What follows belongs to an exercise in optimizing a design on an open flow for small area, a short achievable clock period and few clock cycles per item; a production flow would make more cautious choices. Where RTL was checked, it was by simulation tests only, not by an equivalence proof against the original. The RTL of runs 1 and 2 was laid out without a check of its function. Power and IR drop assume default switching activity.

==> flow/design.v <==
package smf_pkg;
    localparam int MAX_WINDOW   = 15;
    localparam int SAMPLE_WIDTH = 16;
    localparam int CFG_WIDTH    = 4;
    localparam logic [CFG_WIDTH-1:0] WINDOW_LEN_RESET = CFG_WIDTH'(3);
    function automatic logic slt16(input logic [15:0] a, input logic [15:0] b);
        logic [15:0] lt0, gt0;
        logic [7:0]  lt1, gt1;
        logic [3:0]  lt2, gt2;
        logic [1:0]  lt3, gt3;
        for (int i = 0; i < 16; i++)
        begin
            lt0[i] = (i == 15) ? (a[i] & ~b[i]) : (~a[i] & b[i]);
            gt0[i] = (i == 15) ? (~a[i] & b[i]) : (a[i] & ~b[i]);
        end
        for (int i = 0; i < 8; i++)
        begin
            lt1[i] = lt0[2*i+1] | (~gt0[2*i+1] & lt0[2*i]);
            gt1[i] = gt0[2*i+1] | (~lt0[2*i+1] & gt0[2*i]);
        end
        for (int i = 0; i < 4; i++)
        begin
            lt2[i] = lt1[2*i+1] | (~gt1[2*i+1] & lt1[2*i]);
            gt2[i] = gt1[2*i+1] | (~lt1[2*i+1] & gt1[2*i]);
        end
        for (int i = 0; i < 2; i++)
        begin
            lt3[i] = lt2[2*i+1] | (~gt2[2*i+1] & lt2[2*i]);
            gt3[i] = gt2[2*i+1] | (~lt2[2*i+1] & gt2[2*i]);
        end
        slt16 = lt3[1] | (~gt3[1] & lt3[0]);
    endfunction
    function automatic logic ugt4(input logic [3:0] a, input logic [3:0] b);
        logic [3:0] gt0, lt0;
        logic [1:0] gt1, lt1;
        gt0 = a & ~b;
        lt0 = ~a & b;
        gt1[0] = gt0[1] | (~lt0[1] & gt0[0]);
        gt1[1] = gt0[3] | (~lt0[3] & gt0[2]);
        lt1[1] = lt0[3] | (~gt0[3] & lt0[2]);
        ugt4 = gt1[1] | (~lt1[1] & gt1[0]);
    endfunction
    function automatic logic [3:0] updn4(input logic [3:0] r, input logic up, input logic dn);
        logic [3:0] t;
        t[0] = up | dn;
        t[1] = (up & r[0]) | (dn & ~r[0]);
        t[2] = (up & r[0] & r[1]) | (dn & ~r[0] & ~r[1]);
        t[3] = (up & r[0] & r[1] & r[2]) | (dn & ~r[0] & ~r[1] & ~r[2]);
        updn4 = r ^ t;
    endfunction
    function automatic logic [9:0] pop15_l1(input logic [14:0] v);
        logic [4:0] s1, c1;
        for (int i = 0; i < 5; i++)
        begin
            s1[i] = v[3*i] ^ v[3*i+1] ^ v[3*i+2];
            c1[i] = (v[3*i] & v[3*i+1]) | (v[3*i] & v[3*i+2]) | (v[3*i+1] & v[3*i+2]);
        end
        pop15_l1 = {c1, s1};
    endfunction
    function automatic logic [3:0] pop15_l2(input logic [9:0] sc);
        logic [4:0] s1, c1;
        logic       s2a, c2a, s2b, c2b;
        logic       s3a, c3a, s3b, c3b, s3c, c3c;
        logic       s4, c4;
        s1 = sc[4:0];
        c1 = sc[9:5];
        s2a = s1[0] ^ s1[1] ^ s1[2];
        c2a = (s1[0] & s1[1]) | (s1[0] & s1[2]) | (s1[1] & s1[2]);
        s2b = s2a ^ s1[3] ^ s1[4];
        c2b = (s2a & s1[3]) | (s2a & s1[4]) | (s1[3] & s1[4]);
        s3a = c1[0] ^ c1[1] ^ c1[2];
        c3a = (c1[0] & c1[1]) | (c1[0] & c1[2]) | (c1[1] & c1[2]);
        s3b = c1[3] ^ c1[4] ^ c2a;
        c3b = (c1[3] & c1[4]) | (c1[3] & c2a) | (c1[4] & c2a);
        s3c = s3a ^ s3b ^ c2b;
        c3c = (s3a & s3b) | (s3a & c2b) | (s3b & c2b);
        s4 = c3a ^ c3b ^ c3c;
        c4 = (c3a & c3b) | (c3a & c3c) | (c3b & c3c);
        pop15_l2 = {c4, s4, s3c, s2b};
    endfunction
endpackage
import smf_pkg::*;
module smf_front (
    input  logic        clk,
    input  logic        rst_n,
    input  logic [3:0]  window_len,
    input  logic        adv,
    input  logic        adv_next,
    input  logic        samples_valid,
    output logic        samples_ready,
    input  logic [15:0] samples_sample,
    input  logic        samples_end_of_seq,
    output logic        a_v,
    output logic        a_fill,
    output logic        a_emit,
    output logic        a_last,
    output logic [3:0]  a_ws,
    output logic [15:0] a_y
);
    logic [2:0] h;
    logic [3:0] w_m1;
    logic       rdy_q;
    logic       in_seq_q;
    logic [2:0] k_q;
    logic [2:0] fl_q;
    logic [3:0] wp_q;
    logic       take;
    logic       flush_ent;
    logic       ent_fill;
    logic [2:0] k_inc;
    logic       emit_c;
    logic       emit_f;
    logic [3:0] wp_inc;
    logic [2:0] fl_next;
    assign h    = window_len[3:1];
    assign w_m1 = {window_len[3:1], 1'b0};
    assign samples_ready = rdy_q;
    assign take          = samples_valid && rdy_q;
    assign flush_ent     = adv && (fl_q != 3'd0);
    assign ent_fill      = !in_seq_q;
    assign k_inc         = (k_q == 3'd7) ? 3'd7 : k_q + 3'd1;
    assign emit_c        = (k_inc >= h);
    assign emit_f        = (h == 3'd0);
    assign wp_inc        = (wp_q == w_m1) ? 4'd0 : wp_q + 4'd1;
    always_comb
    begin
        fl_next = fl_q;
        if (take)
            fl_next = samples_end_of_seq ? h : 3'd0;
        else if (flush_ent)
            fl_next = fl_q - 3'd1;
    end
    always_ff @(posedge clk or negedge rst_n)
    begin
        if (!rst_n)
        begin
            rdy_q    <= 1'b0;
            in_seq_q <= 1'b0;
            k_q      <= '0;
            fl_q     <= '0;
            wp_q     <= '0;
            a_v      <= 1'b0;
            a_fill   <= 1'b0;
            a_emit   <= 1'b0;
            a_last   <= 1'b0;
            a_ws     <= '0;
        end
        else
        begin
            rdy_q <= adv_next && (fl_next == 3'd0);
            fl_q  <= fl_next;
            if (adv)
            begin
                a_v  <= take || flush_ent;
                a_ws <= wp_q;
                if (take)
                begin
                    in_seq_q <= !samples_end_of_seq;
                    k_q      <= ent_fill ? 3'd0 : k_inc;
                    wp_q     <= ent_fill ? 4'd0 : wp_inc;
                    a_fill   <= ent_fill;
                    a_emit   <= ent_fill ? emit_f : emit_c;
                    a_last   <= samples_end_of_seq && (h == 3'd0);
                end
                else if (flush_ent)
                begin
                    k_q    <= k_inc;
                    wp_q   <= wp_inc;
                    a_fill <= 1'b0;
                    a_emit <= emit_c;
                    a_last <= (fl_q == 3'd1);
                end
            end
        end
    end
    always_ff @(posedge clk)
    begin
        if (take)
            a_y <= samples_sample;
    end
endmodule
import smf_pkg::*;
module smf_queue (
    input  logic        clk,
    input  logic        rst_n,
    input  logic        push,
    input  logic [15:0] push_median,
    input  logic        push_last,
    output logic        adv,
    output logic        adv_next,
    output logic        medians_valid,
    input  logic        medians_ready,
    output logic [15:0] medians_median,
    output logic        medians_last_out
);
    logic        skid_v_q;
    logic [15:0] skid_med_q;
    logic        skid_last_q;
    logic        pop;
    logic        head_load;
    assign adv       = !skid_v_q;
    assign pop       = medians_valid && medians_ready;
    assign head_load = !medians_valid || pop;
    assign adv_next  = skid_v_q ? head_load : !(push && !head_load);
    always_ff @(posedge clk or negedge rst_n)
    begin
        if (!rst_n)
        begin
            medians_valid <= 1'b0;
            skid_v_q      <= 1'b0;
        end
        else
        begin
            if (head_load)
                medians_valid <= skid_v_q || push;
            if (skid_v_q)
                skid_v_q <= !head_load;
            else
                skid_v_q <= push && !head_load;
        end
    end
    always_ff @(posedge clk)
    begin
        if (head_load)
        begin
            medians_median   <= skid_v_q ? skid_med_q  : push_median;
            medians_last_out <= skid_v_q ? skid_last_q : push_last;
        end
        if (!skid_v_q)
        begin
            skid_med_q  <= push_median;
            skid_last_q <= push_last;
        end
    end
endmodule
import smf_pkg::*;
module smf_back (
    input  logic        clk,
    input  logic        rst_n,
    input  logic [3:0]  window_len,
    input  logic        adv,
    input  logic        a_v,
    input  logic        a_fill,
    input  logic        a_emit,
    input  logic        a_last,
    input  logic [3:0]  a_ws,
    input  logic [15:0] a_y,
    output logic        push,
    output logic [15:0] push_median,
    output logic        push_last
);
    localparam int N = MAX_WINDOW;
    logic [15:0] x_q [N];
    logic [3:0]  r_q [N];
    logic         b_v, b_fill, b_emit, b_last;
    logic [N-1:0] b_sel;
    logic [15:0]  b_y;
    logic [N-1:0] b_le;
    logic [9:0]   b_cnt;
    logic [N-1:0] a_le;
    logic         c_v, c_last;
    logic [2:0]   h;
    logic [3:0]   w_m1;
    logic [N-1:0] act;
    logic [N-1:0] a_sel;
    logic [N-1:0] a_c;
    logic         a_cb;
    logic [3:0]   r_old;
    logic [3:0]   r_new;
    logic [N-1:0] dec;
    logic [15:0]  med;
    assign h    = window_len[3:1];
    assign w_m1 = {window_len[3:1], 1'b0};
    assign a_cb = smf_pkg::slt16(a_y, b_y);
    always_comb
    begin
        for (int i = 0; i < N; i++)
        begin
            act[i]   = (4'(i) <= w_m1);
            a_sel[i] = (a_ws == 4'(i));
            a_c[i]   = (b_v && (b_fill || b_sel[i])) ? a_cb : smf_pkg::slt16(a_y, x_q[i]);
        end
        a_le = ~a_c & act & ~a_sel;
    end
    always_comb
    begin
        r_old = '0;
        for (int i = 0; i < N; i++)
            if (b_sel[i])
                r_old = r_old | r_q[i];
        for (int i = 0; i < N; i++)
            dec[i] = smf_pkg::ugt4(r_q[i], r_old);
        r_new = smf_pkg::pop15_l2(b_cnt);
    end
    always_ff @(posedge clk or negedge rst_n)
    begin
        if (!rst_n)
        begin
            b_v <= 1'b0;
            c_v <= 1'b0;
        end
        else if (adv)
        begin
            b_v <= a_v;
            c_v <= b_v && b_emit;
        end
    end
    always_ff @(posedge clk)
    begin
        if (adv)
        begin
            b_fill <= a_fill;
            b_emit <= a_emit;
            b_last <= a_last;
            b_sel  <= a_sel;
            b_y    <= a_y;
            b_le   <= a_le;
            b_cnt  <= smf_pkg::pop15_l1(a_le);
            c_last <= b_last;
        end
    end
    always_ff @(posedge clk)
    begin
        for (int i = 0; i < N; i++)
        begin
            if (adv && b_v)
            begin
                if (b_fill)
                begin
                    x_q[i] <= b_y;
                    r_q[i] <= 4'(i);
                end
                else if (b_sel[i])
                begin
                    x_q[i] <= b_y;
                    r_q[i] <= r_new;
                end
                else
                begin
                    r_q[i] <= smf_pkg::updn4(r_q[i], ~b_le[i] & ~dec[i], dec[i] & b_le[i]);
                end
            end
        end
    end
    always_comb
    begin
        med = '0;
        for (int i = 0; i < N; i++)
            if (act[i] && (r_q[i] == {1'b0, h}))
                med = med | x_q[i];
    end
    assign push        = adv && c_v;
    assign push_median = med;
    assign push_last   = c_last;
endmodule
import smf_pkg::*;
module sliding_median_filter (
    input  logic                 clk,
    input  logic                 rst_n,
    input  logic                 samples_valid,
    output logic                 samples_ready,
    input  logic [15:0]          samples_sample,
    input  logic                 samples_end_of_seq,
    output logic                 medians_valid,
    input  logic                 medians_ready,
    output logic [15:0]          medians_median,
    output logic                 medians_last_out,
    input  logic                 cfg_valid,
    output logic                 cfg_ready,
    input  logic [3:0]           cfg_window_len
);
    logic [CFG_WIDTH-1:0] window_len_reg;
    logic        adv;
    logic        adv_next;
    logic        a_v, a_fill, a_emit, a_last;
    logic [3:0]  a_ws;
    logic [15:0] a_y;
    logic        push;
    logic [15:0] push_median;
    logic        push_last;
    assign cfg_ready = 1'b1;
    always_ff @(posedge clk or negedge rst_n)
    begin
        if (!rst_n)
            window_len_reg <= WINDOW_LEN_RESET;
        else if (cfg_valid)
            window_len_reg <= cfg_window_len;
    end
    smf_front u_front (
        .clk                (clk),
        .rst_n              (rst_n),
        .window_len         (window_len_reg),
        .adv                (adv),
        .adv_next           (adv_next),
        .samples_valid      (samples_valid),
        .samples_ready      (samples_ready),
        .samples_sample     (samples_sample),
        .samples_end_of_seq (samples_end_of_seq),
        .a_v                (a_v),
        .a_fill             (a_fill),
        .a_emit             (a_emit),
        .a_last             (a_last),
        .a_ws               (a_ws),
        .a_y                (a_y)
    );
    smf_back u_back (
        .clk         (clk),
        .rst_n       (rst_n),
        .window_len  (window_len_reg),
        .adv         (adv),
        .a_v         (a_v),
        .a_fill      (a_fill),
        .a_emit      (a_emit),
        .a_last      (a_last),
        .a_ws        (a_ws),
        .a_y         (a_y),
        .push        (push),
        .push_median (push_median),
        .push_last   (push_last)
    );
    smf_queue u_queue (
        .clk              (clk),
        .rst_n            (rst_n),
        .push             (push),
        .push_median      (push_median),
        .push_last        (push_last),
        .adv              (adv),
        .adv_next         (adv_next),
        .medians_valid    (medians_valid),
        .medians_ready    (medians_ready),
        .medians_median   (medians_median),
        .medians_last_out (medians_last_out)
    );
endmodule
==> flow/flow/run.sh <==
#!/bin/bash
# Standard ORFS layout, with the setup repair aimed at a tighter slack target.
# The clock, the constraints and every step are the standard flow's own (standard.sh); only
# the repair target differs. Each tool's output is kept in a log file here.
set -euo pipefail
cd "$(dirname "$0")/.."
bash standard.sh synth > flow_synth.log 2>&1
margin=$(cat flow/margin.txt)
echo "export SETUP_SLACK_MARGIN = ${margin}" >> config.mk
bash standard.sh > flow_layout.log 2>&1
==> flow/flow/margin.txt <==
6.8
==> flow/standard.sh <==
#!/bin/bash
# synth_recipe.tcl (not shown) runs the flow's synth.tcl, then flattens the netlist and writes it again
# the make line also repeats each setting of config.mk as NAME=value (left out here)
make -C /OpenROAD-flow-scripts/flow DESIGN_CONFIG=/design/flow/config.mk WORK_HOME=/design/flow/orfs CLKGATE_MAP_FILE= SYNTH_SCRIPT=/design/flow/synth_recipe.tcl "${@:-finish}"
==> flow/config.mk <==
export PLATFORM = sky130hd
export DESIGN_NAME = sliding_median_filter
export DESIGN_NICKNAME = sliding_median_filter
export VERILOG_FILES = /design/flow/design.v
export SDC_FILE = /design/flow/constraint.sdc
export NUM_CORES = 4
export LEC_CHECK = 0
export CAP_MARGIN = 20
export CORE_MARGIN = 2
export CORE_UTILIZATION = 40
export SLEW_MARGIN = 20
export SETUP_SLACK_MARGIN = 6.8
==> flow/constraint.sdc <==
create_clock -name core_clock -period 10.0 [get_ports {clk}]
set_input_delay 2.0000 -clock core_clock [delete_from_list [all_inputs] [get_ports {clk}]]
set_output_delay 2.0000 -clock core_clock [all_outputs]
set_load 0.01 [all_outputs]
==> results of run 1 <==
[power by group]
| group | switching [uW] | internal, uW | leakage [uW] | total, uW |
|---|---|---|---|---|
| registers | 895 | 3210 | 0.00428 | 4110 |
| logic | 3190 | 2310 | 0.00537 | 5500 |
| clock network | 757 | 1050 | 0.000769 | 1800 |
[layout by cell type, fill, tap and decap left out, types with 15 or more instances in the layout]
master	instances
edfxtp_1	393
nor2_1	227
buf_4	145
maj3_1	132
a21oi_1	126
inv_1	91
nand2_1	90
o21ai_0	83
xor2_1	79
nor2b_1	73
nand2b_1	59
a22oi_1	59
clkbuf_16	49
a222oi_1	36
maj3_2	31
a211o_1	29
a221oi_1	27
a31oi_1	25
mux2i_1	25
clkdlybuf4s50_1	24
dfrtp_1	24
nand3_1	23
or2_2	19
o211ai_1	18
buf_2	18
dfxtp_1	17
clkinvlp_4	16
nor3_1	16
and2_1	16
a32oi_1	16
and3_1	16
ha_2	16
o21a_1	15
nor2_2	15
nor3b_4	15
[per-stage QoR]
stage                     cells  utilization (%)  cell area, sq um  worst slack, ps
after floorplan            2270                -             24800             6790
after global placement     3011             42.4             26100             5400
after CTS                  3170             46.7             28700             6430
after detailed placement   3011             42.4             26100             5370
after global routing       3211             48.0             29500             6190
final                      3211             48.0             29500             6420
[repair_timing]
action	CTS	global route
pin swaps	88	84
endpoints found under the hold margin	0	0
setup buffers	64	41
endpoints found under the setup margin	115	73
hold buffers	0	0
gates resized for setup	236	95
cloned	6	0
[worst max-delay path: cells and delay by family, from the launching register on]
kind	cells	cell delay, ps
xor gates and xnor gates	1	140
and+or+nand+nor	6	890
buffers and inverters	3	390
adders and majority gates	2	370
DFF	1	470
AOI/OAI and AO/OA	4	940
muxes	1	110
[cell families (layout without fill, tap and decap cells)]
| group | after synthesis | in the layout |
|---|---|---|
| other cells | 1 | 1 |
| xor+xnor | 88 | 88 |
| buf+inv | 258 | 409 |
| compound gates | 592 | 592 |
| flops | 437 | 437 |
| mux | 38 | 38 |
| simple gates | 644 | 644 |
| fa+ha+maj | 212 | 212 |
[final cells by class]
type,instances,area [sq um],share of cell area (%)
sequential,437,12800,43.5
clock buffer,61,1290,4.38
timing repair buffer,207,1710,5.79
tap,790,988,3.35
multi-input combinational,1575,11900,40.4
timing repair inverter,4,27.5,0.0933
clock inverter,28,298,1.01
inverter,109,460,1.56
[how the worst min path moves through the flow]
stage,cells past startpoint,from,to
after floorplan,0,u_back.b_last,u_back.c_last
after global placement,0,u_back.b_last,u_back.c_last
after detailed placement,0,u_back.b_last,u_back.c_last
after CTS,0,u_back.b_last,u_back.c_last
after global routing,0,u_back.b_last,u_back.c_last
final,0,u_back.b_last,u_back.c_last
[metal layers]
metal	vias up	track usage, %
met5	-	0
met3	171	2.92
met1	9348	29.6
met2	771	38.7
li1	8777	-
met4	0	9.86
==> key figures, run 1 <==
Run status
  – Status: timing/DRC/antenna clean

Die
  – Rows: 91
  – Io pins: 46
  – Die ar.: 64,000 sq um
  – Height of the die: about 250 um
  – Initial Utilization: 40.3%
  – Die width: 253 um
  – Core Region: between 60,000 and 70,000 sq um

Synthesis
  – Count leader, synth: edfxtp_1
  – Yosys top cell by area: edfxtp_1
  – Mapped Area: roughly 25,000 sq um
  – Library cells used by synthesis: 85
  – Largest family of logic cells by synthesized area: compound AO/OA/AOI/OAI gates
  – Flip-flop and latch count after synthesis: around 440
  – Synth Area in Compound Gates: 16.7%
  – Cells after Synth: about 2,300
  – Synth area leaders: edfxtp_1 (48%), maj3_1 (6.0%), nor2_1 (3.7%)
  – Post-synth EDFFs: about 390
  – Adder-cell share of the synthesized area: about a tenth
  – Main flop type after synthesis: edfxtp_1
  – Mux cell area share after synthesis: 1.57%
  – Post-synthesis net count: roughly 2,300
  – Seq/Total Area, Yosys: 51.7%
  – Most common library cells after synthesis: edfxtp_1 (393), nor2_1 (246), maj3_1 (149)
  – Synth Area in XOR/XNOR: approximately 3.1%
  – Average size of a mapped cell: between 10 and 15 sq um
  – Synth top area share: 47.6%
  – Async SR Flop Fraction: under 10%
  – Yosys warns: 6
  – Simple-gate share of the synthesized area: 13.3%

Detailed routing
  – Via count: 19,100
  – Final wirelength: approximately 75,000 um
  – Pre-antenna DRT Iters: 10
  – DRC viols: 0
  – Final ANT Viol Nets: 0
  – WL met3: around 5000 um
  – Via density per instance: roughly 6
  – Wl on met1: 30,700 um
  – DR WL/cell: 23.4 um
  – Top Layer Used: met4
  – DRT iter0 DRCs: about 2,000
  – Met2 wire length: 36,400 um

Clock tree
  – H-tree levels: 2
  – CTS tree: built
  – Worst-Skew Late Latency: about 600 ps
  – Clk buf depth: 3
  – CTS buffer count: between 40 and 50
  – CTS root buf: clkbuf_16
  – Clk sink count: approximately 440
  – Clock slew at reported path FFs: roughly 70 ps

Timing
  – Hold Vio Cnt, Final: 0
  – RSZ-0062 raised after global routing: true
  – WHS: roughly 430 ps
  – Tcrit/Tclk final: 35.8%
  – Slew @ Worst Pin: between 1000 and 1500 ps
  – Relative slew margins: a little under a third
  – Clock skew: about 30 ps
  – Minimum clock period: between 3000 and 4000 ps
  – Fin. max-slew vios: 0
  – Max Clock Freq: approximately 280 MHz
  – Setup TNS: 0 ps
  – Finish-stage setup viols: 0

Placed design
  – Port bufs: 43
  – Post-DP HPWL: approximately 50,000 um
  – Final Wtd Congestion: 0.907

Global route
  – Initial antenna violation count: 0
  – GRT Overall Usage: a little under a quarter
  – First-pass GRT wire length: 112,000 um
  – Global route overflow: 0
  – Vias in the first global route: ~18,000
  – Largest net degree at the start of global routing: between 60 and 70

Critical path
  – Worst EP required: 10,320 ps
  – Worst setup EP type: flip-flop
  – Reg2reg path depth: 17
  – CP Max Fanout: 7
  – Crit path from: u_back.b_sel[0]
  – Worst reg2reg setup slack: between 6000 and 7000 ps
  – Worst path most repeated cell: nor2_1
  – Delay of the slowest critical-path stage: roughly 630 ps
  – Worst Setup EP: u_back.r_q[2][3]
  – Cell Chain, Critical Path: a222oi_1 > nand3_1 > nor3_4 > buf_6 > buf_8 > buf_4 > a31oi_1 > nor2_1 > maj3_2 > o21a_1 > ha_1 > nor3b_4 > mux2i_1 > xor2_1 > nor2_1 > a21oi_1 > nor2_1
  – Crit start category: flip-flop
  – RR Startpoint: u_back.b_sel[0]
  – Worst setup path class: flip-flop to flip-flop
  – Slowest-stage cell, CP: a222oi_1
  – Worst R2R End: u_back.r_q[2][3]
  – Crit path arrival time: approximately 4000 ps

Layout
  – Post-layout net count: roughly 2,500
  – Largest registers: u_back.x_q x240, u_back.r_q x60
  – Top reg by flops: u_back.x_q
  – FILL cells: about 5,500
  – P&R area growth vs syn: 18.9%
  – Fraction of layout cells with a size suffix above 1: between 20% and 30%
  – Largest register FFs: 240
  – # diodes: 0

Hold path
  – HP Class: flip-flop to flip-flop

Pwr
  – Tot Pwr: 11,400 uW
  – VDD IR-drop max: 0.000400 V
  – Leak: 0.0104 uW
  – Pwr dens: 387 nW/um^2

Flow run
  – Maxcap violations: 0
==> run 2: changes to the inputs <==
--- a/flow/design.v
+++ b/flow/design.v
@@ -48,22 +48,16 @@
         t[3] = (up & r[0] & r[1] & r[2]) | (dn & ~r[0] & ~r[1] & ~r[2]);
         updn4 = r ^ t;
     endfunction
-    function automatic logic [9:0] pop15_l1(input logic [14:0] v);
+    function automatic logic [3:0] pop15(input logic [14:0] v);
         logic [4:0] s1, c1;
+        logic       s2a, c2a, s2b, c2b;
+        logic       s3a, c3a, s3b, c3b, s3c, c3c;
+        logic       s4, c4;
         for (int i = 0; i < 5; i++)
         begin
             s1[i] = v[3*i] ^ v[3*i+1] ^ v[3*i+2];
             c1[i] = (v[3*i] & v[3*i+1]) | (v[3*i] & v[3*i+2]) | (v[3*i+1] & v[3*i+2]);
         end
-        pop15_l1 = {c1, s1};
-    endfunction
-    function automatic logic [3:0] pop15_l2(input logic [9:0] sc);
-        logic [4:0] s1, c1;
-        logic       s2a, c2a, s2b, c2b;
-        logic       s3a, c3a, s3b, c3b, s3c, c3c;
-        logic       s4, c4;
-        s1 = sc[4:0];
-        c1 = sc[9:5];
         s2a = s1[0] ^ s1[1] ^ s1[2];
         c2a = (s1[0] & s1[1]) | (s1[0] & s1[2]) | (s1[1] & s1[2]);
         s2b = s2a ^ s1[3] ^ s1[4];
@@ -76,7 +70,7 @@
         c3c = (s3a & s3b) | (s3a & c2b) | (s3b & c2b);
         s4 = c3a ^ c3b ^ c3c;
         c4 = (c3a & c3b) | (c3a & c3c) | (c3b & c3c);
-        pop15_l2 = {c4, s4, s3c, s2b};
+        pop15 = {c4, s4, s3c, s2b};
     endfunction
 endpackage
 import smf_pkg::*;
@@ -256,18 +250,25 @@
     logic [N-1:0] b_sel;
     logic [15:0]  b_y;
     logic [N-1:0] b_le;
-    logic [9:0]   b_cnt;
-    logic [N-1:0] a_le;
     logic         c_v, c_last;
+    logic         p_v;
+    logic [N-1:0] p_sel;
+    logic [3:0]   p_r;
+    logic [3:0]   ro_q;
     logic [2:0]   h;
     logic [3:0]   w_m1;
     logic [N-1:0] act;
     logic [N-1:0] a_sel;
     logic [N-1:0] a_c;
     logic         a_cb;
-    logic [3:0]   r_old;
-    logic [3:0]   r_new;
+    logic [N-1:0] pend;
+    logic [3:0]   r_cur [N];
     logic [N-1:0] dec;
+    logic [N-1:0] up;
+    logic [N-1:0] dn;
+    logic [3:0]   r_upd [N];
+    logic [3:0]   r_new;
+    logic [3:0]   ro_next;
     logic [15:0]  med;
     assign h    = window_len[3:1];
     assign w_m1 = {window_len[3:1], 1'b0};
@@ -280,17 +281,25 @@
             a_sel[i] = (a_ws == 4'(i));
             a_c[i]   = (b_v && (b_fill || b_sel[i])) ? a_cb : smf_pkg::slt16(a_y, x_q[i]);
         end
-        a_le = ~a_c & act & ~a_sel;
     end
     always_comb
     begin
-        r_old = '0;
+        pend = p_v ? p_sel : '0;
         for (int i = 0; i < N; i++)
-            if (b_sel[i])
-                r_old = r_old | r_q[i];
+        begin
+            r_cur[i] = pend[i] ? p_r : r_q[i];
+            dec[i]   = smf_pkg::ugt4(r_cur[i], ro_q);
+            up[i]    = ~b_le[i] & ~dec[i];
+            dn[i]    = b_le[i] & dec[i];
+            r_upd[i] = (b_v && !b_fill) ? smf_pkg::updn4(r_cur[i], up[i], dn[i]) : r_cur[i];
+        end
+        r_new = smf_pkg::pop15(b_le);
+        ro_next = '0;
         for (int i = 0; i < N; i++)
-            dec[i] = smf_pkg::ugt4(r_q[i], r_old);
-        r_new = smf_pkg::pop15_l2(b_cnt);
+            if (a_sel[i])
+                ro_next = ro_next | r_upd[i];
+        if (b_v && b_fill)
+            ro_next = '0;
     end
     always_ff @(posedge clk or negedge rst_n)
     begin
@@ -298,11 +307,16 @@
         begin
             b_v <= 1'b0;
             c_v <= 1'b0;
+            p_v <= 1'b0;
         end
         else if (adv)
         begin
             b_v <= a_v;
             c_v <= b_v && b_emit;
+            if (b_v)
+                p_v <= !b_fill;
+            else
+                p_v <= 1'b0;
         end
     end
     always_ff @(posedge clk)
@@ -314,31 +328,25 @@
             b_last <= a_last;
             b_sel  <= a_sel;
             b_y    <= a_y;
-            b_le   <= a_le;
-            b_cnt  <= smf_pkg::pop15_l1(a_le);
+            b_le   <= ~a_c & act & ~a_sel;
             c_last <= b_last;
+            p_sel  <= b_sel;
+            p_r    <= r_new;
+            ro_q   <= ro_next;
         end
     end
     always_ff @(posedge clk)
     begin
         for (int i = 0; i < N; i++)
         begin
-            if (adv && b_v)
+            if (adv && b_v && (b_fill || b_sel[i]))
+                x_q[i] <= b_y;
+            if (adv)
             begin
-                if (b_fill)
-                begin
-                    x_q[i] <= b_y;
+                if (b_v && b_fill)
                     r_q[i] <= 4'(i);
-                end
-                else if (b_sel[i])
-                begin
-                    x_q[i] <= b_y;
-                    r_q[i] <= r_new;
-                end
-                else
-                begin
-                    r_q[i] <= smf_pkg::updn4(r_q[i], ~b_le[i] & ~dec[i], dec[i] & b_le[i]);
-                end
+                else if (!(b_v && b_sel[i]))
+                    r_q[i] <= r_upd[i];
             end
         end
     end
@@ -346,7 +354,7 @@
     begin
         med = '0;
         for (int i = 0; i < N; i++)
-            if (act[i] && (r_q[i] == {1'b0, h}))
+            if (act[i] && (r_cur[i] == {1'b0, h}))
                 med = med | x_q[i];
     end
     assign push        = adv && c_v;
==> key figures, run 2 <==
Run status
  – Status: timing/DRC/antenna clean

Global route
  – Largest net degree at the start of global routing: 55
  – Vias in the first global route: ~20,000
  – Global route overflow: 0
  – First-pass GRT wire length: about 120,000 um
  – GRT Overall Usage: 24.2%
  – Initial antenna violation count: 0

Synthesis
  – Yosys top cell by area: edfxtp_1
  – Yosys warns: 8
  – Count leader, synth: edfxtp_1
  – Post-synth EDFFs: a little over 400
  – Flip-flop and latch count after synthesis: around 450
  – Synth top area share: approximately half
  – Cells after Synth: about 2,300
  – Library cells used by synthesis: 84
  – Mapped Area: around 25,000 sq um
  – Average size of a mapped cell: about 11 sq um
  – Async SR Flop Fraction: 6.21%
  – Most common library cells after synthesis: edfxtp_1 (406), nand2_1 (194), nor2_1 (184)
  – Main flop type after synthesis: edfxtp_1
  – Seq/Total Area, Yosys: 52.9%
  – Post-synthesis net count: about 2,400
  – Synth area leaders: edfxtp_1 (49%), maj3_1 (4.7%), mux2i_1 (2.9%)

Detailed routing
  – Via count: ~20,000
  – Final wirelength: 79,800 um
  – DRC viols: 0
  – DRT iter0 DRCs: roughly 2,400
  – DR WL/cell: between 20 and 25 um
  – Pre-antenna DRT Iters: 10
  – Final ANT Viol Nets: 0
  – Via density per instance: ~6

Critical path
  – Crit start category: flip-flop
  – Worst setup EP type: flip-flop
  – Worst Setup EP: u_back.ro_q[2]
  – Slowest-stage cell, CP: dfrtp_2
  – Delay of the slowest critical-path stage: roughly 440 ps
  – Worst R2R End: u_back.ro_q[2]
  – Crit path arrival time: about 3900 ps
  – Worst setup path class: flip-flop to flip-flop
  – Reg2reg path depth: 15
  – RR Startpoint: u_back.p_v
  – Worst EP required: ~10,000 ps
  – Worst reg2reg setup slack: 6460 ps
  – CP Max Fanout: 8
  – Cell Chain, Critical Path: buf_12 > buf_16 > nand2_4 > mux2i_4 > o22ai_1 > a31oi_1 > maj3_1 > inv_1 > ha_1 > and3_1 > o21ai_0 > xnor2_1 > o22ai_1 > nor4_2 > a21oi_1
  – Crit path from: u_back.p_v
  – Worst path most repeated cell: o22ai_1

Clock tree
  – H-tree levels: 2
  – Worst-Skew Late Latency: around 620 ps
  – Clk sink count: around 450
  – CTS root buf: clkbuf_16
  – CTS buffer count: 50
  – Clk buf depth: 3
  – CTS tree: built
  – Clock slew at reported path FFs: approximately 60 ps

Layout
  – # diodes: 0
  – Fraction of layout cells with a size suffix above 1: ~22%
  – P&R area growth vs syn: 24.4%
  – Top reg by flops: u_back.x_q
  – Largest register FFs: 240
  – FILL cells: ~5,400
  – Final core utilization: between 50% and 60%
  – Register area: ~13,000 sq um
  – Largest registers: u_back.x_q x240, u_back.r_q x60
  – Most frequent cells in the layout: edfxtp_1 (406), nand2_1 (178), nor2_1 (178)
  – Most common cell after layout, fill and taps aside: edfxtp_1
  – Multi-input combinational cell area: ~12,000 sq um
  – Post-layout net count: 2,545

Timing
  – RSZ-0062 raised after global routing: true
  – Finish-stage setup viols: 0
  – Setup TNS: 0 ps
  – Fin. max-slew vios: 0
  – Max Clock Freq: approximately 280 MHz
  – Slew @ Worst Pin: 1110 ps
  – Hold Vio Cnt, Final: 0
  – WHS: about 440 ps
  – Minimum clock period: 3540 ps
  – Clock skew: 41.8 ps
  – Relative slew margins: 25.7%
  – Setup ws final: about 6500 ps
  – Tcrit/Tclk final: 35.4%

Pwr
  – VDD IR-drop max: roughly 0.00023 V
  – Pwr dens: 394 nW/um^2
  – Leak: approximately 0.011 uW
  – Tot Pwr: 12,300 uW

Die
  – Die ar.: about 65,000 sq um
  – Io pins: between 40 and 50
  – Height of the die: roughly 250 um
  – Die width: 254 um
  – Initial Utilization: 40.5%
  – Rows: around 90
  – Core Region: about 62,000 sq um

Hold path
  – Worst hold path startpoint: u_back.b_last
  – HP Class: flip-flop to flip-flop

Placed design
  – Post-DP HPWL: ~53,000 um
  – Place WS: between 5000 and 6000 ps
  – Port bufs: 43
  – Final Wtd Congestion: 0.898

Flow run
  – Maxcap violations: 0
## run 2: cell types whose count changed in the layout (fill, tap and decap cells not counted), sizes merged, moves of 36 or more
| cell | before | now |
|---|---|---|
| xnor2 | 8 | 44 |
| o22ai | 17 | 71 |
| nor2 | 246 | 184 |
| mux2i | 30 | 86 |
| xor2 | 80 | 41 |
| inv | 97 | 136 |
| buf | 182 | 224 |
| maj3 | 163 | 127 |
| nand2 | 93 | 197 |
## run 2: per-stage QoR
| stage | instance area [sq um] | instances |
|---|---|---|
| final | 31100 | 3348 |
| after global routing | 31100 | 3348 |
| after floorplan | 25100 | 2284 |
| after CTS | 30000 | 3301 |
| after detailed placement | 26600 | 3102 |
| after global placement | 26600 | 3102 |
## run 2: area by class of cell
class                           count  share of cell area (%)
Inverter                          143                    1.82
Clock buffer                       74                    4.51
Timing Repair inverter              2                  0.0402
Tap cell                          837                    3.37
Sequential cell                   451                    42.6
Clock inverter                     19                   0.837
Multi-Input combinational cell   1573                    40.0
Timing Repair Buffer              249                    6.90
## run 2: what timing repair did
item / in CTS / in global routing
endpoints found under the setup margin: 128 / 62
pin swaps: 72 / 89
hold buffers: 0 / 0
setup buffers: 103 / 45
resized for setup: 260 / 119
gates cloned: 3 / 2
## run 2: cells by family (layout without fill, tap and decap cells)
| family | after synthesis | in the layout | share of synthesized area (%) |
|---|---|---|---|
| DFF | 451 | 451 | 52.9 |
| muxes | 104 | 104 | 4.48 |
| and+or+nand+nor | 645 | 645 | 12.2 |
| AOI/OAI and AO/OA | 562 | 562 | 15.4 |
| adders and majority gates | 176 | 176 | 7.91 |
| other | 1 | 1 | 0.0150 |
| xor gates and xnor gates | 85 | 85 | 2.98 |
| buffers and inverters | 260 | 487 | 4.05 |
## run 2: power by group
part	switching, uW	internal (uW)
combinational	3690	2660
clock	798	1110
sequential	696	3300
total	5180	7070
## run 2: per-layer routing
metal	up-vias	track usage, %	routed length [um]
met3	226	3.07	5730
met4	0	11.8	3710
met1	9847	30.9	31700
met2	976	40.5	38700
met5	-	0	0
li1	9006	-	-
## run 2: critical path, delay by kind of cell (launching register included)
family	cells	cell delay, ps
fa+ha+maj	2	430
flops	1	440
mux	1	290
simple gates	3	580
compound gates	5	920
xor+xnor	1	220
buf+inv	3	350
## run 2: worst min path at each step
stage / endpoint / slack (ps) / cells after the start
2_1_floorplan: u_back.c_last / 400 / 0
3_5_place_dp: u_back.b_emit / 440 / 0
4_1_cts: u_back.b_emit / 450 / 0
3_3_place_gp: u_back.c_last / 400 / 0
5_1_grt: u_back.b_emit / 450 / 0
6_report: u_back.c_last / 440 / 0
==> run 3: changes to the inputs <==
--- a/flow/design.v
+++ b/flow/design.v
@@ -262,7 +262,10 @@
     logic [N-1:0] a_c;
     logic         a_cb;
     logic [N-1:0] pend;
-    logic [3:0]   r_cur [N];
+    logic [3:0]   p_upd;
+    logic         p_up, p_dn;
+    logic [3:0]   ro_r;
+    logic         ro_le, ro_dn;
     logic [N-1:0] dec;
     logic [N-1:0] up;
     logic [N-1:0] dn;
@@ -287,19 +290,30 @@
         pend = p_v ? p_sel : '0;
         for (int i = 0; i < N; i++)
         begin
-            r_cur[i] = pend[i] ? p_r : r_q[i];
-            dec[i]   = smf_pkg::ugt4(r_cur[i], ro_q);
+            dec[i]   = smf_pkg::ugt4(r_q[i], ro_q);
             up[i]    = ~b_le[i] & ~dec[i];
             dn[i]    = b_le[i] & dec[i];
-            r_upd[i] = (b_v && !b_fill) ? smf_pkg::updn4(r_cur[i], up[i], dn[i]) : r_cur[i];
+            r_upd[i] = smf_pkg::updn4(r_q[i], up[i], dn[i]);
         end
+        p_up  = |(pend & ~b_le);
+        p_dn  = smf_pkg::ugt4(p_r, ro_q);
+        p_upd = smf_pkg::updn4(p_r, p_up & ~p_dn, p_dn & ~p_up);
         r_new = smf_pkg::pop15(b_le);
-        ro_next = '0;
+        ro_r  = '0;
+        ro_le = 1'b0;
         for (int i = 0; i < N; i++)
             if (a_sel[i])
-                ro_next = ro_next | r_upd[i];
+            begin
+                ro_r  = ro_r | r_q[i];
+                ro_le = ro_le | b_le[i];
+            end
+        ro_dn = smf_pkg::ugt4(ro_r, ro_q);
         if (b_v && b_fill)
             ro_next = '0;
+        else if (b_v)
+            ro_next = smf_pkg::updn4(ro_r, ~ro_le & ~ro_dn, ro_le & ro_dn);
+        else
+            ro_next = ro_r;
     end
     always_ff @(posedge clk or negedge rst_n)
     begin
@@ -345,7 +359,11 @@
             begin
                 if (b_v && b_fill)
                     r_q[i] <= 4'(i);
-                else if (!(b_v && b_sel[i]))
+                else if (b_v && b_sel[i])
+                    r_q[i] <= r_q[i];
+                else if (pend[i])
+                    r_q[i] <= b_v ? p_upd : p_r;
+                else if (b_v)
                     r_q[i] <= r_upd[i];
             end
         end
@@ -354,7 +372,7 @@
     begin
         med = '0;
         for (int i = 0; i < N; i++)
-            if (act[i] && (r_cur[i] == {1'b0, h}))
+            if (act[i] && (pend[i] ? (p_r == {1'b0, h}) : (r_q[i] == {1'b0, h})))
                 med = med | x_q[i];
     end
     assign push        = adv && c_v;
--- a/flow/config.mk
+++ b/flow/config.mk
@@ -8,5 +8,6 @@
 export CAP_MARGIN = 20
 export CORE_MARGIN = 2
 export CORE_UTILIZATION = 40
+export CTS_BUF_LIST = sky130_fd_sc_hd__clkbuf_8
 export SLEW_MARGIN = 20
 export SETUP_SLACK_MARGIN = 6.8
==> key figures, run 3 <==
Critical path
  – Worst setup EP type: flip-flop
  – Crit path arrival time: between 3000 and 4000 ps
  – Worst setup path class: flip-flop to flip-flop
  – Cell Chain, Critical Path: buf_4 > nor4bb_4 > a22oi_2 > o311ai_4 > a211oi_4 > o22a_2 > a221oi_2 > o21ai_1 > inv_1 > ha_2 > nand3_2 > mux2i_1 > nor3_1 > a311o_1
  – CP Max Fanout: 7
  – Delay of the slowest critical-path stage: approximately 530 ps
  – Crit start category: flip-flop
  – Slowest-stage cell, CP: dfrtp_4
  – Worst EP required: between 10,000 and 15,000 ps

Global route
  – Initial antenna violation count: 0
  – First-pass GRT wire length: approximately 130,000 um
  – Largest net degree at the start of global routing: around 60
  – Global route overflow: 0
  – GRT Overall Usage: between 20% and 30%
  – Vias in the first global route: just over 20,000

Die
  – Io pins: 46
  – Rows: ~90
  – Height of the die: 258 um
  – Die ar.: roughly 66,000 sq um
  – Initial Utilization: just over 40%
  – Core Region: approximately 63,000 sq um
  – Die width: ~260 um

Placed design
  – Post-DP HPWL: roughly 58,000 um
  – Port bufs: 43
  – Final Wtd Congestion: between 0.9 and 1

Pwr
  – VDD IR-drop max: around 0.00020 V
  – Leak: roughly 0.011 uW
  – Pwr dens: 400 nW/um^2

Clock tree
  – H-tree levels: 3
  – Worst-Skew Late Latency: 720 ps
  – Clk sink count: ~450
  – CTS tree: built
  – CTS buffer count: 81
  – CTS root buf: clkbuf_8
  – Clk buf depth: 3
  – Clock slew at reported path FFs: around 60 ps

Synthesis
  – Yosys top cell by area: edfxtp_1
  – Cells after Synth: 2,369
  – Count leader, synth: edfxtp_1
  – Mapped Area: 25,700 sq um
  – Synth area leaders: edfxtp_1 (47%), maj3_1 (5.6%), a21oi_1 (3.4%)
  – Post-synth EDFFs: 406
  – Flip-flop and latch count after synthesis: 451
  – Library cells used by synthesis: 94
  – Main flop type after synthesis: edfxtp_1
  – Post-synthesis net count: between 2,000 and 2,500
  – Average size of a mapped cell: around 11 sq um
  – Most common library cells after synthesis: edfxtp_1 (406), a21oi_1 (173), nand2_1 (172)
  – Synth top area share: a little under half
  – Async SR Flop Fraction: 6.21%
  – Yosys warns: 7
  – Seq/Total Area, Yosys: around half

Detailed routing
  – DR WL/cell: around 27 um
  – Via density per instance: between 6 and 7
  – Via count: approximately 21,000
  – Final ANT Viol Nets: 0
  – DRT iter0 DRCs: about 2,700
  – Pre-antenna DRT Iters: 6
  – Final wirelength: a little over 90,000 um
  – DRC viols: 0

Layout
  – P&R area growth vs syn: 16.4%
  – Most common cell after layout, fill and taps aside: edfxtp_1
  – Largest registers: u_back.x_q x240, u_back.r_q x60
  – Fraction of layout cells with a size suffix above 1: 17.7%
  – Largest register FFs: 240
  – Top reg by flops: u_back.x_q
  – Post-layout net count: 2,571
  – Most frequent cells in the layout: edfxtp_1 (406), nand2_1 (171), a21oi_1 (151)
  – # diodes: 0

Timing
  – Finish-stage setup viols: 0
  – Hold Vio Cnt, Final: 0
  – Tcrit/Tclk final: 33.5%
  – Relative slew margins: 25.2%
  – Fin. max-slew vios: 0
  – WHS: 413 ps
  – Minimum clock period: roughly 3300 ps
  – Clock skew: just under 70 ps
  – Slew @ Worst Pin: between 1000 and 1500 ps
  – Setup TNS: 0 ps
  – Max Clock Freq: ~300 MHz
  – RSZ-0062 raised after global routing: true

Flow run
  – Maxcap violations: 0

Run status
  – Status: timing/DRC/antenna clean

Hold path
  – HP Class: flip-flop to flip-flop
run 3: changes by cell type after synthesis, moves of 26 or more:
cell,delta
o22ai_1,-45
o211ai_1,+28
maj3_1,+26
a21oi_1,+50
mux2i_1,-52
a22oi_1,+69
run 3: per-layer routing:
metal  GRT usage [%]  vias up  wire length (um)
met3            4.93      288              8160
met2            42.6     1161             42000
met5               0        -                 0
met1            34.8    10300             35700
li1                -     9157                 -
met4            13.0        0              4790
run 3: cell type report:
type | count | area [sq um]
Clock buffer | 102 | 1400
Clock inverter | 48 | 328
Fill cell | 5832 | 33400
Inverter | 143 | 562
Multi-Input combinational cell | 1622 | 11700
Sequential cell | 451 | 13200
Tap cell | 846 | 1060
Timing Repair Buffer | 193 | 1660
run 3: power by group:
part,leakage (uW),internal (uW),total [uW],switching (uW)
clock,0.000968,1010,1860,848
sequential,0.00442,3350,4300,943
combinational,0.00539,2320,5820,3500
total,0.0108,6680,12000,5290
run 3: critical path, delay by kind of cell, from the launching register on:
family                     cells  cell delay [ps]
AOI/OAI and AO/OA              7             1290
and+or+nand+nor                3              640
DFF                            1              530
buffers and inverters          2              240
muxes                          1              200
adders and majority gates      1              180
run 3: final timing paths:
path                                  from                 to  slack [ps]  cells past startpoint
hold / removal               u_back.b_last      u_back.c_last         410                      0
setup / recovery           u_front.a_ws[2]     u_back.ro_q[3]        6650                     14
setup reg to reg           u_front.a_ws[2]     u_back.ro_q[3]        6650                     14
hold reg to reg              u_back.b_last      u_back.c_last         410                      0
min in group asynchronous            rst_n  window_len_reg[3]        1710                      2
max in group asynchronous            rst_n    u_front.a_ws[2]        7970                      2
run 3: logic make-up after synthesis:
family / synth area share [%]
compound gates: 17.5
xor+xnor: 3.78
fa+ha+maj: 8.86
buf+inv: 5.40
flops: 51.5
mux: 1.39
other cells: 0.0146
simple gates: 11.6
run 3: stage by stage:
stage          cell area, sq um  util, %  setup slack [ps]  std cells  power (uW)
4_1_cts                   29500     46.6              6740       3380       11700
6_report                  29900     47.2              6650       3405       12000
5_1_grt                   29900     47.2              6580       3405       12500
3_3_place_gp              26800     42.4              5610       3156        9170
2_1_floorplan             25700        -              6850       2369        7410
3_5_place_dp              26800     42.4              5680       3156        9340
run 3: timing repair:
| action | in CTS | in global routing |
|---|---|---|
| buffers inserted | 73 | 25 |
| gates cloned | 1 | 0 |
| hold buffers | 0 | 0 |
| pin swaps | 30 | 19 |
| resized for setup | 169 | 51 |
| setup endpoints to repair | 114 | 73 |
Testbench counts of run 3, summed over its fixed seeds: cycles 12,155, items 11,227.
==> run 4: changes to the inputs <==
==> flow/flow/margin.txt (replaced) <==
6.4
--- a/flow/config.mk
+++ b/flow/config.mk
@@ -8,6 +8,5 @@
 export CAP_MARGIN = 20
 export CORE_MARGIN = 2
 export CORE_UTILIZATION = 40
-export CTS_BUF_LIST = sky130_fd_sc_hd__clkbuf_8
 export SLEW_MARGIN = 20
-export SETUP_SLACK_MARGIN = 6.8
+export SETUP_SLACK_MARGIN = 6.4
==> key figures, run 4 <==
Timing
  – Finish-stage setup viols: 0
  – WHS: 420 ps
  – Fin. max-slew vios: 0
  – Slew @ Worst Pin: roughly 1200 ps
  – Minimum clock period: about 3600 ps
  – Setup TNS: 0 ps
  – Hold Vio Cnt, Final: 0
  – Relative slew margins: about 23%
  – Clock skew: approximately 45 ps
  – RSZ-0062 raised after global routing: true
  – Setup ws final: ~6400 ps
  – Max Clock Freq: about 280 MHz
  – Tcrit/Tclk final: between 30% and 40%

Synthesis
  – Synth area leaders: edfxtp_1 (47%), maj3_1 (5.6%), a21oi_1 (3.4%)
  – Library cells used by synthesis: 94
  – Async SR Flop Fraction: 6.21%
  – Average size of a mapped cell: 10.9 sq um
  – Yosys warns: 7
  – Most common library cells after synthesis: edfxtp_1 (406), a21oi_1 (173), nand2_1 (172)
  – Post-synth EDFFs: 406
  – Cells after Synth: 2,369
  – Synth top area share: a little under half
  – Count leader, synth: edfxtp_1
  – Mapped Area: between 20,000 and 30,000 sq um
  – Yosys top cell by area: edfxtp_1
  – Post-synthesis net count: around 2,400
  – Main flop type after synthesis: edfxtp_1
  – Flip-flop and latch count after synthesis: roughly 450
  – Seq/Total Area, Yosys: 51.5%

Detailed routing
  – Via density per instance: 6.18
  – Final wirelength: 87,200 um
  – Final ANT Viol Nets: 0
  – Via count: 20,300
  – DRT iter0 DRCs: approximately 2,700
  – DRC viols: 0
  – Pre-antenna DRT Iters: 6
  – DR WL/cell: around 27 um

Critical path
  – Worst setup path class: flip-flop to flip-flop
  – CP Max Fanout: 12
  – Crit start category: flip-flop
  – Crit path arrival time: approximately 4000 ps
  – Worst EP required: approximately 10,000 ps
  – Worst setup EP type: flip-flop
  – Reg2reg path depth: 13

Layout
  – Largest registers: u_back.x_q x240, u_back.r_q x60
  – Post-layout net count: approximately 2,500
  – Fraction of layout cells with a size suffix above 1: between 10% and 20%
  – FILL cells: 5,778
  – Most frequent cells in the layout: edfxtp_1 (406), nand2_1 (172), a21oi_1 (161)
  – Largest register FFs: 240
  – P&R area growth vs syn: 12.0%
  – Top reg by flops: u_back.x_q
  – Most common cell after layout, fill and taps aside: edfxtp_1
  – Finished layout cell area: 28,800 sq um

Die
  – Height of the die: ~260 um
  – Initial Utilization: between 40 and 50%
  – Core Region: between 60,000 and 70,000 sq um
  – Io pins: 46
  – Die width: between 200 and 300 um
  – Die ar.: between 60,000 and 70,000 sq um
  – Rows: 92

Clock tree
  – H-tree levels: 2
  – CTS root buf: clkbuf_16
  – Clock slew at reported path FFs: approximately 60 ps
  – CTS tree: built
  – Clk buf depth: 3
  – Worst-Skew Late Latency: ~650 ps
  – CTS buffer count: 51
  – Clk sink count: 451

Pwr
  – Tot Pwr: roughly 11,000 uW
  – Pwr dens: 393 nW/um^2
  – VDD IR-drop max: just under 0.0002 V
  – Leak: 0.0101 uW

Hold path
  – Hold path depth: 0
  – HP Class: flip-flop to flip-flop

Run status
  – Status: timing/DRC/antenna clean

Global route
  – Largest net degree at the start of global routing: 57
  – First-pass GRT wire length: about 130,000 um
  – Initial antenna violation count: 0
  – Vias in the first global route: between 15,000 and 20,000
  – GRT Overall Usage: 25.6%
  – Global route overflow: 0

Placed design
  – Area after DPL: 26,800 sq um
  – Post-DP HPWL: between 50,000 and 60,000 um
  – Final Wtd Congestion: between 0.9 and 1
  – Port bufs: 43
  – Place WS: around 5600 ps

Flow run
  – Maxcap violations: 0
## run 4: cell count changes in the layout (fill, tap and decap cells not counted), moves of 9 or more
cell / change
a21oi_1: +10
clkbuf_8: -95
clkbuf_1: +14
buf_4: -42
buf_2: -19
inv_1: -16
clkdlybuf4s50_1: +19
a21oi_2: -9
clkbuf_16: +52
nor2_4: -10
nor2_1: +12
buf_6: -13
## run 4: power by group
group / leakage, uW / switching, uW / internal, uW
Combinational: 0.00490 / 3140 / 1990
Clock: 0.000796 / 814 / 1020
Sequential: 0.00442 / 993 / 3350
## run 4: worst paths after layout
check | start | end | slack (ps)
max in group asynchronous | rst_n | window_len_reg[1] | 7910
min in group asynchronous | rst_n | u_back.b_v | 1780
setup reg to reg | u_front.a_ws[3] | u_back.ro_q[3] | 6410
hold / removal | u_back.b_last | u_back.c_last | 420
hold reg to reg | u_back.b_last | u_back.c_last | 420
setup / recovery | u_front.a_ws[3] | u_back.ro_q[3] | 6410
## run 4: logic make-up (layout without fill, tap and decap cells)
group,count (synthesis),count (layout),synth area share (%)
compound gates,663,663,17.5
xor+xnor,111,111,3.78
fa+ha+maj,205,205,8.86
buf+inv,296,362,5.40
flops,451,451,51.5
mux,34,34,1.39
other cells,1,2,0.0146
simple gates,608,608,11.6
## run 4: per-layer routing
layer / global-route usage [%] / wire length [um] / vias to the layer above
li1: - / - / 8931
met1: 33.5 / 34300 / 9931
met2: 41.8 / 40700 / 1181
met3: 4.31 / 8060 / 234
met4: 11.5 / 4120 / 0
met5: 0 / 0 / -
## run 4: layout make-up
cell class              instances  area, sq um  share of cell area, %
well taps                     846         1060                   3.68
clock buffers                  73         1450                   5.04
inverters                     143          546                   1.89
diodes                          1         2.50                0.00869
repair buffers                126         1080                   3.74
clock inverters                20          164                  0.569
multi-input cells            1622        11300                   39.1
flip-flops and latches        451        13200                   46.0
## run 4: stage by stage
stage / cells / util [%]
2_1_floorplan: 2369 / -
3_3_place_gp: 3156 / 42.4
3_5_place_dp: 3156 / 42.4
4_1_cts: 3258 / 45.1
5_1_grt: 3281 / 45.5
6_report: 3282 / 45.5
## run 4: worst max-delay path: stages (launching register included)
cell and delay [ps]:
dfrtp_4 490, buf_12 160, and4b_2 310, a222oi_1 320, nand3_1 270, a211oi_4 410
o22a_2 220, a221oi_1 40, o21ai_1 200, ha_1 200, nand2_1 70, mux2i_1 190
nor3_1 80, a311o_1 360
## run 4: repair_timing
action / 4_1_cts / 5_1_grt
buffers inserted: 9 / 22
hold buffers: 0 / 0
cloned: 0 / 0
endpoints found under the hold margin: 0 / 0
pin swaps: 6 / 6
endpoints found under the setup margin: 64 / 34
gates resized for setup: 16 / 8
==> run 5: changes to the inputs <==
==> flow/flow/margin.txt (replaced) <==
6.5
--- a/flow/config.mk
+++ b/flow/config.mk
@@ -9,4 +9,4 @@
 export CORE_MARGIN = 2
 export CORE_UTILIZATION = 40
 export SLEW_MARGIN = 20
-export SETUP_SLACK_MARGIN = 6.4
+export SETUP_SLACK_MARGIN = 6.5
==> key figures, run 5 <==
Run status
  – Status: timing/DRC/antenna clean

Clock tree
  – Clk buf depth: 3
  – CTS tree: built
  – Clk sink count: 451
  – Clock slew at reported path FFs: approximately 60 ps
  – H-tree levels: 2
  – CTS root buf: clkbuf_16
  – CTS buffer count: approximately 50
  – Hold-fix buffers, CTS: 0
  – Worst-Skew Late Latency: approximately 640 ps

Timing
  – RSZ-0062 raised after global routing: true
  – Relative slew margins: between 20% and 30%
  – Clock skew: 40.2 ps
  – Setup TNS: 0 ps
  – Max Clock Freq: approximately 290 MHz
  – Finish-stage setup viols: 0
  – Minimum clock period: between 3000 and 4000 ps
  – Setup ws final: 6500 ps
  – Slew @ Worst Pin: 1180 ps
  – Hold Vio Cnt, Final: 0
  – WHS: around 420 ps
  – Fin. max-slew vios: 0
  – Tcrit/Tclk final: approximately a third

Global route
  – Global route overflow: 0
  – Met3 Use GR: between 4 and 5%
  – Vias in the first global route: 19,600
  – First-pass GRT wire length: ~130,000 um
  – Met2 Use GR: between 40% and 50%
  – Largest net degree at the start of global routing: 57
  – Met1 Resource Use GR: 33.7%
  – Initial antenna violation count: 0
  – GRT Overall Usage: 25.8%
  – Most used routing layer: met2

Synthesis
  – Synth Area in Compound Gates: 17.5%
  – Async SR Flop Fraction: just over 6%
  – Library cells used by synthesis: 94
  – Synth Area in XOR/XNOR: under 10%
  – Largest family of logic cells by synthesized area: compound AO/OA/AOI/OAI gates
  – Mapped Area: around 26,000 sq um
  – Yosys warns: 7
  – Synth area leaders: edfxtp_1 (47%), maj3_1 (5.6%), a21oi_1 (3.4%)
  – Average size of a mapped cell: 10.9 sq um
  – Adder-cell share of the synthesized area: slightly below 9%
  – Simple-gate share of the synthesized area: between 10% and 20%
  – Seq/Total Area, Yosys: 51.5%
  – Flip-flop and latch count after synthesis: 451
  – Most common library cells after synthesis: edfxtp_1 (406), a21oi_1 (173), nand2_1 (172)
  – Count leader, synth: edfxtp_1
  – Synth top area share: approximately 47%
  – Mux cell area share after synthesis: roughly 1.4%
  – Post-synthesis net count: roughly 2,400
  – Post-synth EDFFs: about 410
  – Cells after Synth: about 2,400
  – Main flop type after synthesis: edfxtp_1
  – Yosys top cell by area: edfxtp_1

Layout
  – Post-layout net count: 2,502
  – Most frequent cells in the layout: edfxtp_1 (406), nand2_1 (172), a21oi_1 (161)
  – Largest registers: u_back.x_q x240, u_back.r_q x60
  – Top reg by flops: u_back.x_q
  – Most common cell after layout, fill and taps aside: edfxtp_1
  – Register area: between 10,000 and 15,000 sq um
  – # diodes: 0
  – Fraction of layout cells with a size suffix above 1: around 12%
  – Final Non-Filler Cells: approximately 3,300
  – Multi-input combinational cell area: between 10,000 and 15,000 sq um
  – Largest register FFs: 240
  – P&R area growth vs syn: 13.3%
  – FILL cells: approximately 5,800

Detailed routing
  – Via density per instance: a little over 6
  – DRT iter0 DRCs: 2,790
  – DR WL/cell: 26.6 um
  – Pre-antenna DRT Iters: 7
  – Via count: 20,500
  – Final wirelength: about 88,000 um
  – Final ANT Viol Nets: 0
  – DRC viols: 0

Critical path
  – Crit start category: flip-flop
  – Worst reg2reg setup slack: 6500 ps
  – Delay of the slowest critical-path stage: between 500 and 600 ps
  – Worst EP required: between 10,000 and 15,000 ps
  – Worst R2R End: u_back.ro_q[3]
  – CP Max Fanout: 6
  – RR Startpoint: u_front.a_ws[2]
  – Worst setup EP type: flip-flop
  – Crit path arrival time: approximately 3900 ps
  – Slowest-stage cell, CP: dfrtp_4
  – Worst setup path class: flip-flop to flip-flop
  – Cell Chain, Critical Path: buf_6 > and4b_4 > a222oi_1 > nand3_1 > a211oi_4 > o22a_2 > a221oi_2 > o21ai_1 > ha_2 > nand2_1 > mux2i_2 > nor3_1 > a311o_1
  – Reg2reg path depth: 13

Die
  – Die ar.: about 66,000 sq um
  – Rows: 92
  – Core Region: around 63,000 sq um
  – Io pins: 46
  – Height of the die: between 200 and 300 um
  – Initial Utilization: approximately two fifths
  – Die width: ~260 um

Pwr
  – Leak: between 0.01 and 0.015 uW
  – Clock group share of total power: 15.9%
  – VDD IR-drop max: 0.000208 V
  – Pwr dens: 394 nW/um^2
  – Switching Share: roughly 44%
  – Part of the power in registers: around 38%
  – Gate power share: 46.3%
  – Net Switching: 5020 uW
  – Tot Pwr: between 10,000 and 15,000 uW
  – Cell Int Power: between 6000 and 7000 uW

Hold path
  – Sink of the worst hold path: u_back.c_last
  – Worst hold path startpoint: u_back.b_last
  – Hold path depth: 0
  – HP Class: flip-flop to flip-flop

Placed design
  – Post-DP HPWL: around 57,000 um
  – Final Wtd Congestion: ~0.93
  – Place WS: between 5000 and 6000 ps
  – Dpl cells: approximately 3,200
  – Port bufs: 43

Flow run
  – Maxcap violations: 0
run 5: cell counts after synthesis:
No cell type changed its count.
run 5: logic make-up (layout without fill, tap and decap cells):
kind of cell | after synthesis | in the layout
compound gates | 663 | 663
xor+xnor | 111 | 111
fa+ha+maj | 205 | 205
buf+inv | 296 | 390
flops | 451 | 451
mux | 34 | 34
other cells | 1 | 1
simple gates | 608 | 608
run 5: worst max-delay path, delay by kind of cell (launching register included):
| kind | cells | cell delay, ps |
|---|---|---|
| multiplexers | 1 | 170 |
| AO/OA/AOI/OAI | 6 | 1540 |
| flip-flops | 1 | 510 |
| adder cells (fa/ha/maj) | 1 | 210 |
| buffers and inverters | 1 | 150 |
| AND/OR/NAND/NOR | 4 | 660 |
run 5: routing by layer:
layer,up-vias,part of all wire (%)
met5,-,0
met2,1176,47
met4,0,4.6
met1,10100,39
li1,8985,-
met3,222,9.4
run 5: timing repair:
item	CTS	global route
cloned	0	0
buffers inserted	20	39
resized for setup	33	40
endpoints found under the setup margin	80	57
pin swaps	8	12
run 5: worst max-delay path by stage:
stage	start	to	slack, ps
after floorplan	samples_valid	u_front.wp_q[0]	6720
after global placement	u_back.b_le[1]	u_back.r_q[2][3]	5750
after detailed placement	u_back.b_le[1]	u_back.r_q[6][3]	5610
after CTS	u_queue.medians_median[12]	medians_median[12]	6500
after global routing	u_front.a_ws[2]	u_back.ro_q[3]	6410
final	u_front.a_ws[2]	u_back.ro_q[3]	6500
run 5: layout make-up:
type | count | share of cell area (%)
timing repair buffer | 154 | 4.57
clock inverter | 20 | 0.563
tap | 846 | 3.63
inverter | 143 | 1.89
sequential | 451 | 45.5
clock buffer | 73 | 4.98
multi-input combinational | 1622 | 38.9
run 5: stage by stage:
stage | utilization [%] | cell area [sq um]
global route | 46.0 | 29100
floorplan | - | 25700
global placement | 42.4 | 26800
finish | 46.0 | 29100
CTS | 45.3 | 28700
detailed placement | 42.4 | 26800
run 5: power groups by stage:
stage	sequential (uW)	combinational [uW]	clock (uW)
floorplan	3810	3590	0
global placement	4340	4760	0
detailed placement	4370	4850	0
CTS	4330	5000	1850
global route	4410	5720	1930
finish	4340	5310	1830
==> run 6: changes to the inputs <==
==> flow/flow/margin.txt (replaced) <==
6.8
--- a/flow/config.mk
+++ b/flow/config.mk
@@ -9,4 +9,5 @@
 export CORE_MARGIN = 2
 export CORE_UTILIZATION = 40
 export SLEW_MARGIN = 20
-export SETUP_SLACK_MARGIN = 6.5
+export TNS_END_PERCENT = 5
+export SETUP_SLACK_MARGIN = 6.8
==> key figures, run 6 <==
Synthesis
  – Cells after Synth: 2,369
  – Library cells used by synthesis: 94
  – Mapped Area: between 20,000 and 30,000 sq um
  – Most common library cells after synthesis: edfxtp_1 (406), a21oi_1 (173), nand2_1 (172)
  – Flip-flop and latch count after synthesis: 451
  – Async SR Flop Fraction: 6.21%
  – Synth area leaders: edfxtp_1 (47%), maj3_1 (5.6%), a21oi_1 (3.4%)
  – Synth top area share: roughly 47%
  – Average size of a mapped cell: roughly 11 sq um
  – Yosys top cell by area: edfxtp_1
  – Post-synthesis net count: 2,448
  – Post-synth EDFFs: between 400 and 500
  – Count leader, synth: edfxtp_1
  – Yosys warns: 7
  – Seq/Total Area, Yosys: ~50%
  – Main flop type after synthesis: edfxtp_1

Global route
  – GRT Overall Usage: about a quarter
  – Vias in the first global route: 19,800
  – Global route overflow: 0
  – First-pass GRT wire length: ~130,000 um
  – Largest net degree at the start of global routing: 57
  – Initial antenna violation count: 0

Hold path
  – Worst hold path startpoint: u_back.b_last
  – Sink of the worst hold path: u_back.c_last
  – Hold path depth: 0
  – HP Class: flip-flop to flip-flop

Clock tree
  – CTS root buf: clkbuf_16
  – Clk sink count: around 450
  – CTS buffer count: 51
  – CTS tree: built
  – Clk buf depth: 3
  – Worst-Skew Late Latency: around 640 ps
  – H-tree levels: 2
  – Clock slew at reported path FFs: about 60 ps

Detailed routing
  – Final wirelength: approximately 90,000 um
  – DR WL/cell: 26.7 um
  – Final ANT Viol Nets: 0
  – DRC viols: 0
  – Via density per instance: approximately 6.2
  – Pre-antenna DRT Iters: 7
  – DRT iter0 DRCs: roughly 2,800
  – Via count: just over 20,000

Layout
  – P&R area growth vs syn: 13.8%
  – Final core utilization: a little under half
  – Most frequent cells in the layout: edfxtp_1 (406), nand2_1 (171), a21oi_1 (157)
  – Most common cell after layout, fill and taps aside: edfxtp_1
  – Post-layout net count: 2,503
  – Top reg by flops: u_back.x_q
  – Largest register FFs: between 200 and 250
  – # diodes: 0
  – Largest registers: u_back.x_q x240, u_back.r_q x60
  – Fraction of layout cells with a size suffix above 1: roughly an eighth

Run status
  – Status: timing/DRC/antenna clean

Placed design
  – Post-DP HPWL: 57,400 um
  – Port bufs: 43
  – Final Wtd Congestion: ~0.93

Timing
  – Hold Vio Cnt, Final: 0
  – Clock skew: 38.6 ps
  – Minimum clock period: roughly 3400 ps
  – Max Clock Freq: 294 MHz
  – Setup TNS: 0 ps
  – Slew @ Worst Pin: between 1000 and 1500 ps
  – Fin. max-slew vios: 0
  – Finish-stage setup viols: 0
  – RSZ-0062 raised after global routing: true
  – Tcrit/Tclk final: 34.0%
  – Relative slew margins: around 22%

Critical path
  – Worst setup path class: flip-flop to flip-flop
  – Worst EP required: 10,350 ps
  – Worst R2R End: u_back.p_r[2]
  – CP Max Fanout: 4
  – RR Startpoint: u_back.b_le[3]
  – Worst setup EP type: flip-flop
  – Reg2reg path depth: 8
  – Worst reg2reg setup slack: around 6600 ps
  – Crit start category: flip-flop
  – Crit path arrival time: around 3800 ps

Die
  – Die width: roughly 260 um
  – Core Region: 63,300 sq um
  – Io pins: between 40 and 50
  – Rows: 92
  – Initial Utilization: 40.6%
  – Die ar.: around 66,000 sq um
  – Height of the die: between 200 and 300 um

Pwr
  – Leak: roughly 0.010 uW
  – Pwr dens: between 300 and 400 nW/um^2
  – VDD IR-drop max: between 0.00015 and 0.0002 V

Flow run
  – Maxcap violations: 0
## run 6: cell counts after synthesis
Identical to the previous run, type by type.
## run 6: routing by layer
layer | up-vias | part of all wire [%] | global-route usage, % | routed length, um
met5 | - | 0 | 0 | 0
met4 | 0 | 5.0 | 12.0 | 4430
met3 | 270 | 9.2 | 4.69 | 8180
met2 | 1177 | 47 | 42.4 | 41400
met1 | 10100 | 39 | 33.7 | 34500
li1 | 8995 | - | - | -
## run 6: cell families (layout without fill, tap and decap cells)
group,after synthesis,in the layout,share of synthesized area [%]
AO/OA/AOI/OAI,663,663,17.5
AND/OR/NAND/NOR,608,608,11.6
flip-flops,451,451,51.5
buffers and inverters,296,391,5.40
adder cells (fa/ha/maj),205,205,8.86
XOR/XNOR,111,111,3.78
multiplexers,34,34,1.39
other,1,1,0.0146
## run 6: final cells by class
type | instances | area [sq um]
Fill cell | 5718 | 34100
Sequential cell | 451 | 13200
Multi-Input combinational cell | 1622 | 11400
Clock buffer | 73 | 1450
Timing Repair Buffer | 155 | 1330
Tap cell | 846 | 1060
Inverter | 143 | 554
Clock inverter | 20 | 164
## run 6: timing repair
action                     4_1_cts  5_1_grt
setup buffers                   48       13
hold buffers                     0        0
setup endpoints to repair      120      105
pin swaps                       18        9
gates resized for setup         93       28
## run 6: power breakdown
group	internal, uW	switching, uW
clock	1020	816
sequential	3360	982
combinational	2090	3240
## run 6: critical path, cell delays in order (launching register included)
cell and delay, ps:
edfxtp_1 500, buf_4 190, fa_1 570, inv_1 70, fa_1 500, inv_1 50
fa_1 430, fa_1 390, fa_1 440
## run 6: worst max path at each step
stage	from	endpoint	slack [ps]	depth (start not counted)
2_1_floorplan	samples_valid	u_front.wp_q[0]	6720	5
3_3_place_gp	u_back.b_le[1]	u_back.r_q[2][3]	5750	16
3_5_place_dp	u_back.b_le[1]	u_back.r_q[6][3]	5610	16
4_1_cts	u_queue.medians_median[12]	medians_median[12]	6710	1
6_report	u_back.b_le[3]	u_back.p_r[2]	6600	8
5_1_grt	u_back.b_le[3]	u_back.p_r[2]	6530	8
## run 6: per-stage QoR
stage               power (uW)  cell area [sq um]  std cells  hold WS, ps  worst slack (ps)
global route             12100              29300       3310          439              6530
CTS                      11300              29000       3297          420              6710
detailed placement        9220              26800       3156          408              5610
floorplan                 7410              25700       2369          400              6720
global placement          9090              26800       3156          401              5750
finish                   11500              29300       3310          420              6600

## what the ideal ports hide
Ports are ideal in the flow. The routed layouts listed here were re-timed in OpenROAD.
Step 1: set_driving_cell puts a clkbuf_16 on clk and a buf_2 on each other input, an assumption about the parent block.
Step 2 moves the port delays by t, midway between the first and last clock arrival at a register: inputs arrive t later, outputs are due t later. That takes back most of the time a late clock gives input paths.
a / b / c = no drivers / after step 1 / after step 2; a / b = the first two.
run	t (ns)	setup slack, ns	clock arrival spread, ns	slew at the worst register clock pin (ns)	worst slew at a driven data input, ns
run 1	0.643	6.417 / 6.417 / 6.331	0.030 / 0.030	0.07 / 0.07	0.05
run 2	0.653	6.461 / 6.461 / 6.356	0.046 / 0.045	0.07 / 0.07	0.04
run 3	0.740	6.652 / 6.652 / 6.230	0.073 / 0.073	0.07 / 0.07	0.04
run 4	0.687	6.412 / 6.408 / 6.076	0.045 / 0.046	0.07 / 0.07	0.04
run 5	0.683	6.495 / 6.476 / 6.079	0.041 / 0.041	0.07 / 0.07	0.04
run 6	0.680	6.600 / 6.600 / 6.070	0.040 / 0.041	0.07 / 0.07	0.04
After both steps every run listed still meets setup and hold. For run 6, which loses most, drivers alone change the setup slack by 0.000 ns; drivers and shift together by -0.530 ns.
